Background: an optimization exercise with open tools, aiming at small area. Do not read the settings as production practice.
Power is estimated from default activity; no workload was simulated.

==> inputs of build 65 <==
// chip8_top
module chip8_top (
  input  logic        clk,
  input  logic        reset,
  input  logic [7:0]  mem_rdata,
  output logic        mem_read,
  output logic        mem_write,
  output logic [11:0] mem_addr,
  output logic [7:0]  mem_wdata
);
Settings: LEC_CHECK=0, ABC_AREA=1, CAP_MARGIN=20, CORE_MARGIN=2, CORE_UTILIZATION=60, CTS_CLUSTER_DIAMETER=100, CTS_CLUSTER_SIZE=30, SLEW_MARGIN=20; clock period 10.0 ns.
standard.sh (not shown) runs the stock make flow with config.mk's settings and CLKGATE_MAP_FILE= SYNTH_SCRIPT=/design/flow/synth_recipe.tcl, a recipe that flattens the netlist after the stock synthesis.
==> flow/flow/run.sh <==
#!/bin/bash
# The standard layout (standard.sh), with two changes:
#  - synthesis maps the logic with an area-oriented ABC script
#    (flow/abc_area.script); registers are mapped before ABC runs, so they
#    keep the standard synthesis's names and cell types
#  - the port buffers are the smallest plain buffer (buf_1)
set -euo pipefail
here=$(pwd)
rm -rf "$here/scripts_local"
cp -r "$FLOW_HOME/scripts" "$here/scripts_local"
cp "$here/flow/abc_area.script" "$here/scripts_local/abc_area.script"
export BUFFER_PORTS_ARGS="-buffer_cell sky130_fd_sc_hd__buf_1"
bash standard.sh SCRIPTS_DIR="$here/scripts_local" finish > "$here/standard.log" 2>&1
==> flow/flow/abc_area.script <==
strash
&get -n
&deepsyn -T 60
&put
dch -f
amap
topo
==> trial 64: changes against build 65 <==
--- a/flow/design.v
+++ b/flow/design.v
@@ -14,25 +14,20 @@
   localparam logic [4:0] S_CLR   = 5'd0;
   localparam logic [4:0] S_F0    = 5'd1;
   localparam logic [4:0] S_F1    = 5'd2;
   localparam logic [4:0] S_EL    = 5'd3;
   localparam logic [4:0] S_EXY   = 5'd4;
   localparam logic [4:0] S_EXX   = 5'd5;
   localparam logic [4:0] S_EXF   = 5'd6;
-  localparam logic [4:0] S_SWB   = 5'd7;
+  localparam logic [4:0] S_SWF   = 5'd7;
   localparam logic [4:0] S_STTW  = 5'd8;
   localparam logic [4:0] S_INC   = 5'd9;
   localparam logic [4:0] S_SKP   = 5'd10;
   localparam logic [4:0] S_STH   = 5'd11;
   localparam logic [4:0] S_STT   = 5'd12;
-  localparam logic [4:0] S_EXY8  = 5'd13;
-  localparam logic [4:0] S_EXX8  = 5'd14;
-  localparam logic [4:0] S_EXXI  = 5'd15;
-  localparam logic [4:0] S_EXXB  = 5'd16;
-  localparam logic [4:0] S_SW5   = 5'd17;
   localparam logic [4:0] S_WRH   = 5'd28;
   localparam logic [4:0] S_WRT   = 5'd29;
   localparam logic [4:0] S_WRU   = 5'd30;
   localparam logic [4:0] S_ST55  = 5'd31;
   logic [4:0]  st, st_n;
   logic [3:0]  rp;
   logic [3:0]  sp, sp_n;
@@ -54,51 +49,49 @@
   wire [7:0]  head = vr[0];
   wire        atX  = (rp == x);
   wire        atY  = (rp == y);
   wire        at0  = (rp == 4'd0);
   wire        atF  = (rp == 4'd15);
   wire        atSP = (rp == sp);
   wire        storing = (st[4:2] == 3'b111);
-  wire [3:0] n8 = irh[7:4];
   wire alu_cls = (c == 4'h3) || (c == 4'h4) || (c == 4'h5) || (c == 4'h9) ||
-                 (c == 4'h6) || (c == 4'h7);
+                 (c == 4'h6) || (c == 4'h7) || (c == 4'h8);
   wire bcd_sub = (st == S_STH) || (st == S_STT);
-  wire alu_on  = (((st == S_EXX) && alu_cls) || (st == S_EXX8)) && atX || bcd_sub;
+  wire alu_on  = ((st == S_EXX) && atX && alu_cls) || bcd_sub;
   logic       za, ia, ib, k100, k10, ck;
   logic       rs, rg, rr, rl;
   always_comb begin
     za   = 1'b0;
     ia   = 1'b0;
     ib   = 1'b0;
     k100 = 1'b0;
     k10  = 1'b0;
     ck   = 1'b0;
     rs   = 1'b1;
     rg   = 1'b0;
     rr   = 1'b0;
     rl   = 1'b0;
-    if (st == S_EXX8) begin
-      case (n8)
-        4'h0: za = 1'b1;
-        4'h1: begin ck = 1'b1; rg = 1'b1; end
-        4'h2: begin rs = 1'b0; rg = 1'b1; end
-        4'h3: ck = 1'b1;
-        4'h5: ib = 1'b1;
-        4'h6: begin rs = 1'b0; rr = 1'b1; end
-        4'h7: ia = 1'b1;
-        4'hE: begin rs = 1'b0; rl = 1'b1; end
-        default: ;
-      endcase
-    end else begin
-      case (c)
-        4'h6: za = 1'b1;
-        4'h3, 4'h4, 4'h5, 4'h9: ib = 1'b1;
-        default: ;
-      endcase
-    end
+    case (c)
+      4'h6: za = 1'b1;
+      4'h3, 4'h4, 4'h5, 4'h9: ib = 1'b1;
+      4'h8: begin
+        case (n)
+          4'h0: za = 1'b1;
+          4'h1: begin ck = 1'b1; rg = 1'b1; end
+          4'h2: begin rs = 1'b0; rg = 1'b1; end
+          4'h3: ck = 1'b1;
+          4'h5: ib = 1'b1;
+          4'h6: begin rs = 1'b0; rr = 1'b1; end
+          4'h7: ia = 1'b1;
+          4'hE: begin rs = 1'b0; rl = 1'b1; end
+          default: ;
+        endcase
+      end
+      default: ;
+    endcase
     if (bcd_sub) begin
       za   = 1'b1;
       ia   = 1'b1;
       ib   = 1'b0;
       ck   = 1'b0;
       k100 = (st == S_STH);
       k10  = (st == S_STT);
@@ -140,27 +133,28 @@
   wire        zero = (sum == 8'd0);
   wire [7:0]  res  = (sum & {8{rs}}) | (g[7:0] & {8{rg}}) | ({1'b0, head[7:1]} & {8{rr}}) |
                      ({head[6:0], 1'b0} & {8{rl}}) | {7'd0, (st == S_EXF) & t[0]};
   assign mem_addr  = addr;
   assign mem_wdata = (st == S_ST55) ? head : ((st == S_WRU) ? t : {4'd0, rp});
   assign mem_read  = (st != S_CLR) && !storing;
   assign mem_write = storing;
-  logic fl, flagop;
+  logic fl, valid8, flagop;
   always_comb begin
     fl     = cout;
+    valid8 = 1'b1;
     flagop = 1'b1;
-    case (n8)
+    case (n)
       4'h0, 4'h1, 4'h2, 4'h3: flagop = 1'b0;
       4'h6: fl = head[0];
       4'h7: fl = cout & ~zero;
       4'hE: fl = head[7];
-      default: ;
+      4'h4, 4'h5: ;
+      default: begin valid8 = 1'b0; flagop = 1'b0; end
     endcase
   end
-  wire valid8 = (n[3] == 1'b0) || (n == 4'hE);
   wire skip = zero ^ (c == 4'h4 || c == 4'h9);
   wire is_ret  = (c == 4'h0) && (x == 4'h0) && (lo == 8'hEE);
   wire is_f1e  = (lo == 8'h1E);
   wire is_f33  = (lo == 8'h33);
   wire is_f55  = (lo == 8'h55);
   wire need_y  = ((c == 4'h5 || c == 4'h9) && n == 4'h0) || (c == 4'h8 && valid8);
   logic is_nop;
@@ -208,49 +202,25 @@
       end
       S_EL: begin
         t_n = lo;
         if (is_ret)
           sp_n = sp - 4'd1;
         if (is_nop)
           st_n = S_INC;
-        else if (c == 4'h8) begin
-          irh_n = {n, x};
-          st_n  = S_EXY8;
-        end else if (need_y)
+        else if (need_y)
           st_n = S_EXY;
-        else if (c == 4'hF)
-          st_n = is_f1e ? S_EXXI : (is_f33 ? S_EXXB : S_SW5);
+        else if (c == 4'hF && is_f55)
+          st_n = S_SWF;
         else
           st_n = S_EXX;
       end
-      S_EXY, S_EXY8: begin
+      S_EXY: begin
         if (atY) begin
           t_n  = head;
-          st_n = (st == S_EXY8) ? S_EXX8 : S_EXX;
-        end
-      end
-      S_EXX8: begin
-        if (atX) begin
-          vwe  = 1'b1;
-          t_n  = {t[7:1], fl};
-          st_n = flagop ? S_EXF : S_INC;
-        end
-      end
-      S_EXXI: begin
-        if (atX) begin
-          bsel = 2'd1;
-          oh   = 1'b1;
-          i_n  = addr;
-          st_n = S_INC;
-        end
-      end
-      S_EXXB: begin
-        if (atX) begin
-          t_n  = head;
-          st_n = S_SWB;
+          st_n = S_EXX;
         end
       end
       S_EXX: begin
         case (c)
           4'h0: begin
             if (atSP) begin
               bsel = 2'd2;
@@ -279,54 +249,66 @@
           end
           4'h6, 4'h7: begin
             if (atX) begin
               vwe  = 1'b1;
               st_n = S_INC;
             end
           end
+          4'h8: begin
+            if (atX) begin
+              vwe = 1'b1;
+              t_n = {t[7:1], fl};
+              st_n = flagop ? S_EXF : S_INC;
+            end
+          end
           4'hA: begin
             bsel = 2'd3;
             i_n  = addr;
             st_n = S_INC;
           end
           4'hB: begin
             if (at0) begin
               bsel = 2'd3;
               oh   = 1'b1;
               pc_n = addr;
               st_n = S_F0;
             end
           end
-          default: ;
+          default: begin
+            if (atX) begin
+              if (is_f1e) begin
+                bsel = 2'd1;
+                oh   = 1'b1;
+                i_n  = addr;
+                st_n = S_INC;
+              end else begin
+                t_n  = head;
+                st_n = S_SWF;
+              end
+            end
+          end
         endcase
       end
       S_INC, S_SKP: begin
         inc  = 1'b1;
         sk   = (st == S_SKP);
         pc_n = addr;
         st_n = S_F0;
       end
       S_EXF: begin
         if (atF) begin
           vwe  = 1'b1;
           st_n = S_INC;
         end
       end
-      S_SWB: begin
-        if (rp == 4'd14) begin
-          inc  = 1'b1;
-          pc_n = addr;
-          st_n = S_STH;
-        end
-      end
-      S_SW5: begin
-        if (atF) begin
+      S_SWF: begin
+        if (rp == {3'b111, ~lo[1]}) begin
           inc  = 1'b1;
           pc_n = addr;
-          st_n = S_ST55;
+          st_n = lo[1] ? S_STH : S_ST55;
         end
       end
       S_ST55: begin
         if (rp == x)
           st_n = S_F0;
       end
       S_STH, S_STT: begin
==> flow/config.mk (replaced) <==
export PLATFORM = sky130hd
export DESIGN_NAME = chip8_top
export DESIGN_NICKNAME = chip8_top
export VERILOG_FILES = /design/flow/design.v
export SDC_FILE = /design/flow/constraint.sdc
export NUM_CORES = 4
export LEC_CHECK = 0
export ABC_AREA = 1
export CAP_MARGIN = 20
export CORE_MARGIN = 2
export CORE_UTILIZATION = 55
export CTS_CLUSTER_DIAMETER = 100
export CTS_CLUSTER_SIZE = 30
export SLEW_MARGIN = 20
==> trial 36: changes against build 65 <==
--- a/flow/design.v
+++ b/flow/design.v
@@ -14,25 +14,20 @@
   localparam logic [4:0] S_CLR   = 5'd0;
   localparam logic [4:0] S_F0    = 5'd1;
   localparam logic [4:0] S_F1    = 5'd2;
   localparam logic [4:0] S_EL    = 5'd3;
   localparam logic [4:0] S_EXY   = 5'd4;
   localparam logic [4:0] S_EXX   = 5'd5;
   localparam logic [4:0] S_EXF   = 5'd6;
-  localparam logic [4:0] S_SWB   = 5'd7;
+  localparam logic [4:0] S_SWF   = 5'd7;
   localparam logic [4:0] S_STTW  = 5'd8;
   localparam logic [4:0] S_INC   = 5'd9;
   localparam logic [4:0] S_SKP   = 5'd10;
   localparam logic [4:0] S_STH   = 5'd11;
   localparam logic [4:0] S_STT   = 5'd12;
-  localparam logic [4:0] S_EXY8  = 5'd13;
-  localparam logic [4:0] S_EXX8  = 5'd14;
-  localparam logic [4:0] S_EXXI  = 5'd15;
-  localparam logic [4:0] S_EXXB  = 5'd16;
-  localparam logic [4:0] S_SW5   = 5'd17;
   localparam logic [4:0] S_WRH   = 5'd28;
   localparam logic [4:0] S_WRT   = 5'd29;
   localparam logic [4:0] S_WRU   = 5'd30;
   localparam logic [4:0] S_ST55  = 5'd31;
   logic [4:0]  st, st_n;
   logic [3:0]  rp;
   logic [3:0]  sp, sp_n;
@@ -54,51 +49,49 @@
   wire [7:0]  head = vr[0];
   wire        atX  = (rp == x);
   wire        atY  = (rp == y);
   wire        at0  = (rp == 4'd0);
   wire        atF  = (rp == 4'd15);
   wire        atSP = (rp == sp);
   wire        storing = (st[4:2] == 3'b111);
-  wire [3:0] n8 = irh[7:4];
   wire alu_cls = (c == 4'h3) || (c == 4'h4) || (c == 4'h5) || (c == 4'h9) ||
-                 (c == 4'h6) || (c == 4'h7);
+                 (c == 4'h6) || (c == 4'h7) || (c == 4'h8);
   wire bcd_sub = (st == S_STH) || (st == S_STT);
-  wire alu_on  = (((st == S_EXX) && alu_cls) || (st == S_EXX8)) && atX || bcd_sub;
+  wire alu_on  = ((st == S_EXX) && atX && alu_cls) || bcd_sub;
   logic       za, ia, ib, k100, k10, ck;
   logic       rs, rg, rr, rl;
   always_comb begin
     za   = 1'b0;
     ia   = 1'b0;
     ib   = 1'b0;
     k100 = 1'b0;
     k10  = 1'b0;
     ck   = 1'b0;
     rs   = 1'b1;
     rg   = 1'b0;
     rr   = 1'b0;
     rl   = 1'b0;
-    if (st == S_EXX8) begin
-      case (n8)
-        4'h0: za = 1'b1;
-        4'h1: begin ck = 1'b1; rg = 1'b1; end
-        4'h2: begin rs = 1'b0; rg = 1'b1; end
-        4'h3: ck = 1'b1;
-        4'h5: ib = 1'b1;
-        4'h6: begin rs = 1'b0; rr = 1'b1; end
-        4'h7: ia = 1'b1;
-        4'hE: begin rs = 1'b0; rl = 1'b1; end
-        default: ;
-      endcase
-    end else begin
-      case (c)
-        4'h6: za = 1'b1;
-        4'h3, 4'h4, 4'h5, 4'h9: ib = 1'b1;
-        default: ;
-      endcase
-    end
+    case (c)
+      4'h6: za = 1'b1;
+      4'h3, 4'h4, 4'h5, 4'h9: ib = 1'b1;
+      4'h8: begin
+        case (n)
+          4'h0: za = 1'b1;
+          4'h1: begin ck = 1'b1; rg = 1'b1; end
+          4'h2: begin rs = 1'b0; rg = 1'b1; end
+          4'h3: ck = 1'b1;
+          4'h5: ib = 1'b1;
+          4'h6: begin rs = 1'b0; rr = 1'b1; end
+          4'h7: ia = 1'b1;
+          4'hE: begin rs = 1'b0; rl = 1'b1; end
+          default: ;
+        endcase
+      end
+      default: ;
+    endcase
     if (bcd_sub) begin
       za   = 1'b1;
       ia   = 1'b1;
       ib   = 1'b0;
       ck   = 1'b0;
       k100 = (st == S_STH);
       k10  = (st == S_STT);
@@ -140,27 +133,28 @@
   wire        zero = (sum == 8'd0);
   wire [7:0]  res  = (sum & {8{rs}}) | (g[7:0] & {8{rg}}) | ({1'b0, head[7:1]} & {8{rr}}) |
                      ({head[6:0], 1'b0} & {8{rl}}) | {7'd0, (st == S_EXF) & t[0]};
   assign mem_addr  = addr;
   assign mem_wdata = (st == S_ST55) ? head : ((st == S_WRU) ? t : {4'd0, rp});
   assign mem_read  = (st != S_CLR) && !storing;
   assign mem_write = storing;
-  logic fl, flagop;
+  logic fl, valid8, flagop;
   always_comb begin
     fl     = cout;
+    valid8 = 1'b1;
     flagop = 1'b1;
-    case (n8)
+    case (n)
       4'h0, 4'h1, 4'h2, 4'h3: flagop = 1'b0;
       4'h6: fl = head[0];
       4'h7: fl = cout & ~zero;
       4'hE: fl = head[7];
-      default: ;
+      4'h4, 4'h5: ;
+      default: begin valid8 = 1'b0; flagop = 1'b0; end
     endcase
   end
-  wire valid8 = (n[3] == 1'b0) || (n == 4'hE);
   wire skip = zero ^ (c == 4'h4 || c == 4'h9);
   wire is_ret  = (c == 4'h0) && (x == 4'h0) && (lo == 8'hEE);
   wire is_f1e  = (lo == 8'h1E);
   wire is_f33  = (lo == 8'h33);
   wire is_f55  = (lo == 8'h55);
   wire need_y  = ((c == 4'h5 || c == 4'h9) && n == 4'h0) || (c == 4'h8 && valid8);
   logic is_nop;
@@ -208,49 +202,25 @@
       end
       S_EL: begin
         t_n = lo;
         if (is_ret)
           sp_n = sp - 4'd1;
         if (is_nop)
           st_n = S_INC;
-        else if (c == 4'h8) begin
-          irh_n = {n, x};
-          st_n  = S_EXY8;
-        end else if (need_y)
+        else if (need_y)
           st_n = S_EXY;
-        else if (c == 4'hF)
-          st_n = is_f1e ? S_EXXI : (is_f33 ? S_EXXB : S_SW5);
+        else if (c == 4'hF && is_f55)
+          st_n = S_SWF;
         else
           st_n = S_EXX;
       end
-      S_EXY, S_EXY8: begin
+      S_EXY: begin
         if (atY) begin
           t_n  = head;
-          st_n = (st == S_EXY8) ? S_EXX8 : S_EXX;
-        end
-      end
-      S_EXX8: begin
-        if (atX) begin
-          vwe  = 1'b1;
-          t_n  = {t[7:1], fl};
-          st_n = flagop ? S_EXF : S_INC;
-        end
-      end
-      S_EXXI: begin
-        if (atX) begin
-          bsel = 2'd1;
-          oh   = 1'b1;
-          i_n  = addr;
-          st_n = S_INC;
-        end
-      end
-      S_EXXB: begin
-        if (atX) begin
-          t_n  = head;
-          st_n = S_SWB;
+          st_n = S_EXX;
         end
       end
       S_EXX: begin
         case (c)
           4'h0: begin
             if (atSP) begin
               bsel = 2'd2;
@@ -279,54 +249,66 @@
           end
           4'h6, 4'h7: begin
             if (atX) begin
               vwe  = 1'b1;
               st_n = S_INC;
             end
           end
+          4'h8: begin
+            if (atX) begin
+              vwe = 1'b1;
+              t_n = {t[7:1], fl};
+              st_n = flagop ? S_EXF : S_INC;
+            end
+          end
           4'hA: begin
             bsel = 2'd3;
             i_n  = addr;
             st_n = S_INC;
           end
           4'hB: begin
             if (at0) begin
               bsel = 2'd3;
               oh   = 1'b1;
               pc_n = addr;
               st_n = S_F0;
             end
           end
-          default: ;
+          default: begin
+            if (atX) begin
+              if (is_f1e) begin
+                bsel = 2'd1;
+                oh   = 1'b1;
+                i_n  = addr;
+                st_n = S_INC;
+              end else begin
+                t_n  = head;
+                st_n = S_SWF;
+              end
+            end
+          end
         endcase
       end
       S_INC, S_SKP: begin
         inc  = 1'b1;
         sk   = (st == S_SKP);
         pc_n = addr;
         st_n = S_F0;
       end
       S_EXF: begin
         if (atF) begin
           vwe  = 1'b1;
           st_n = S_INC;
         end
       end
-      S_SWB: begin
-        if (rp == 4'd14) begin
-          inc  = 1'b1;
-          pc_n = addr;
-          st_n = S_STH;
-        end
-      end
-      S_SW5: begin
-        if (atF) begin
+      S_SWF: begin
+        if (rp == {3'b111, ~lo[1]}) begin
           inc  = 1'b1;
           pc_n = addr;
-          st_n = S_ST55;
+          st_n = lo[1] ? S_STH : S_ST55;
         end
       end
       S_ST55: begin
         if (rp == x)
           st_n = S_F0;
       end
       S_STH, S_STT: begin
==> qor summary <==
| item | trial 64 | build 65 | trial 36 |
|---|---|---|---|
| Outcome | complete, no violations | complete, no violations | complete, no violations |
| Wire length of the first global-routing pass | 42100 µm | 42100 µm | 42000 µm |
| Crit share post-route | 98.7% | 97.7% | 97.0% |
| Vias per cell | 5.62 | 5.86 | 5.82 |
| Leakage dissipation | 5.04 nW | 4.92 nW | 4.81 nW |
| Number of flip-flops and latches in the synthesized netlist | 373 | 381 | 373 |
| Via count | 7362 | 7461 | 7166 |
| Number of resized instances in the post-cts repair step | 48 | 15 | 46 |
| Multi-input gate area | 2840 µm² | 2960 µm² | 2800 µm² |
| Instance count on the critical path | 40 | 36 | 38 |
| Multi-input gate share of total cell area | 22.1% | 23.5% | 22.6% |
| Starting density of the core | 55.6% | 61.4% | 61.7% |
| Detailed-route wire length on metal 1 | 11800 µm | 11200 µm | 11700 µm |
| Number of instances in the synthesized netlist | 875 | 934 | 875 |
| Non-Filler Instances | 1310 | 1274 | 1232 |
| Share of synthesized area occupied by flip-flops and latches | 72.9% | 72.0% | 72.9% |
| Remaining max-slew budget at the tightest pin | 31.3% | 23.8% | 35.9% |
| Die extent in x | 144 µm | 140 µm | 138 µm |
| Clkbuf count | 23 | 22 | 25 |
| Final-layout non-clock buffer area share | 7.83% | 4.21% | 5.56% |
No run of this note included a check of the RTL's function; only the layout flow was run.

==> re-timing with driven ports <==
In the flow no input, the clock included, has a driving cell. The finished layouts below were timed again as built, in two steps.
Step 1 sets driving cells, clkbuf_16 on the clock port and buf_2 on the other inputs (assumed; they add their load-dependent delay and slew).
Step 2 moves the port delays by t, midway between the first and last clock arrival at a register: inputs arrive t later, outputs are due t later. That takes back most of the time a late clock gives input paths.
Slacks: ideal ports / drivers / drivers and shift; pairs: ideal ports / drivers.
run	shift t [ns]	setup WS [ns]	hold slack, ns	worst setup path after step 2	latest minus earliest clock arrival (ns)
build 65	0.563	0.229 / 0.179 / 0.742	0.323 / 0.323 / 0.323	register to output	0.022 / 0.022
trial 64	0.562	0.133 / 0.095 / 0.095	0.316 / 0.316 / 0.316	input to output	0.038 / 0.038
trial 36	0.554	0.296 / 0.271 / 0.271	0.332 / 0.332 / 0.332	input to output	0.013 / 0.013
After both steps every run listed still meets setup and hold. The setup slack of trial 64, which loses most, moves by -0.038 ns with the drivers and by -0.038 ns with both steps.
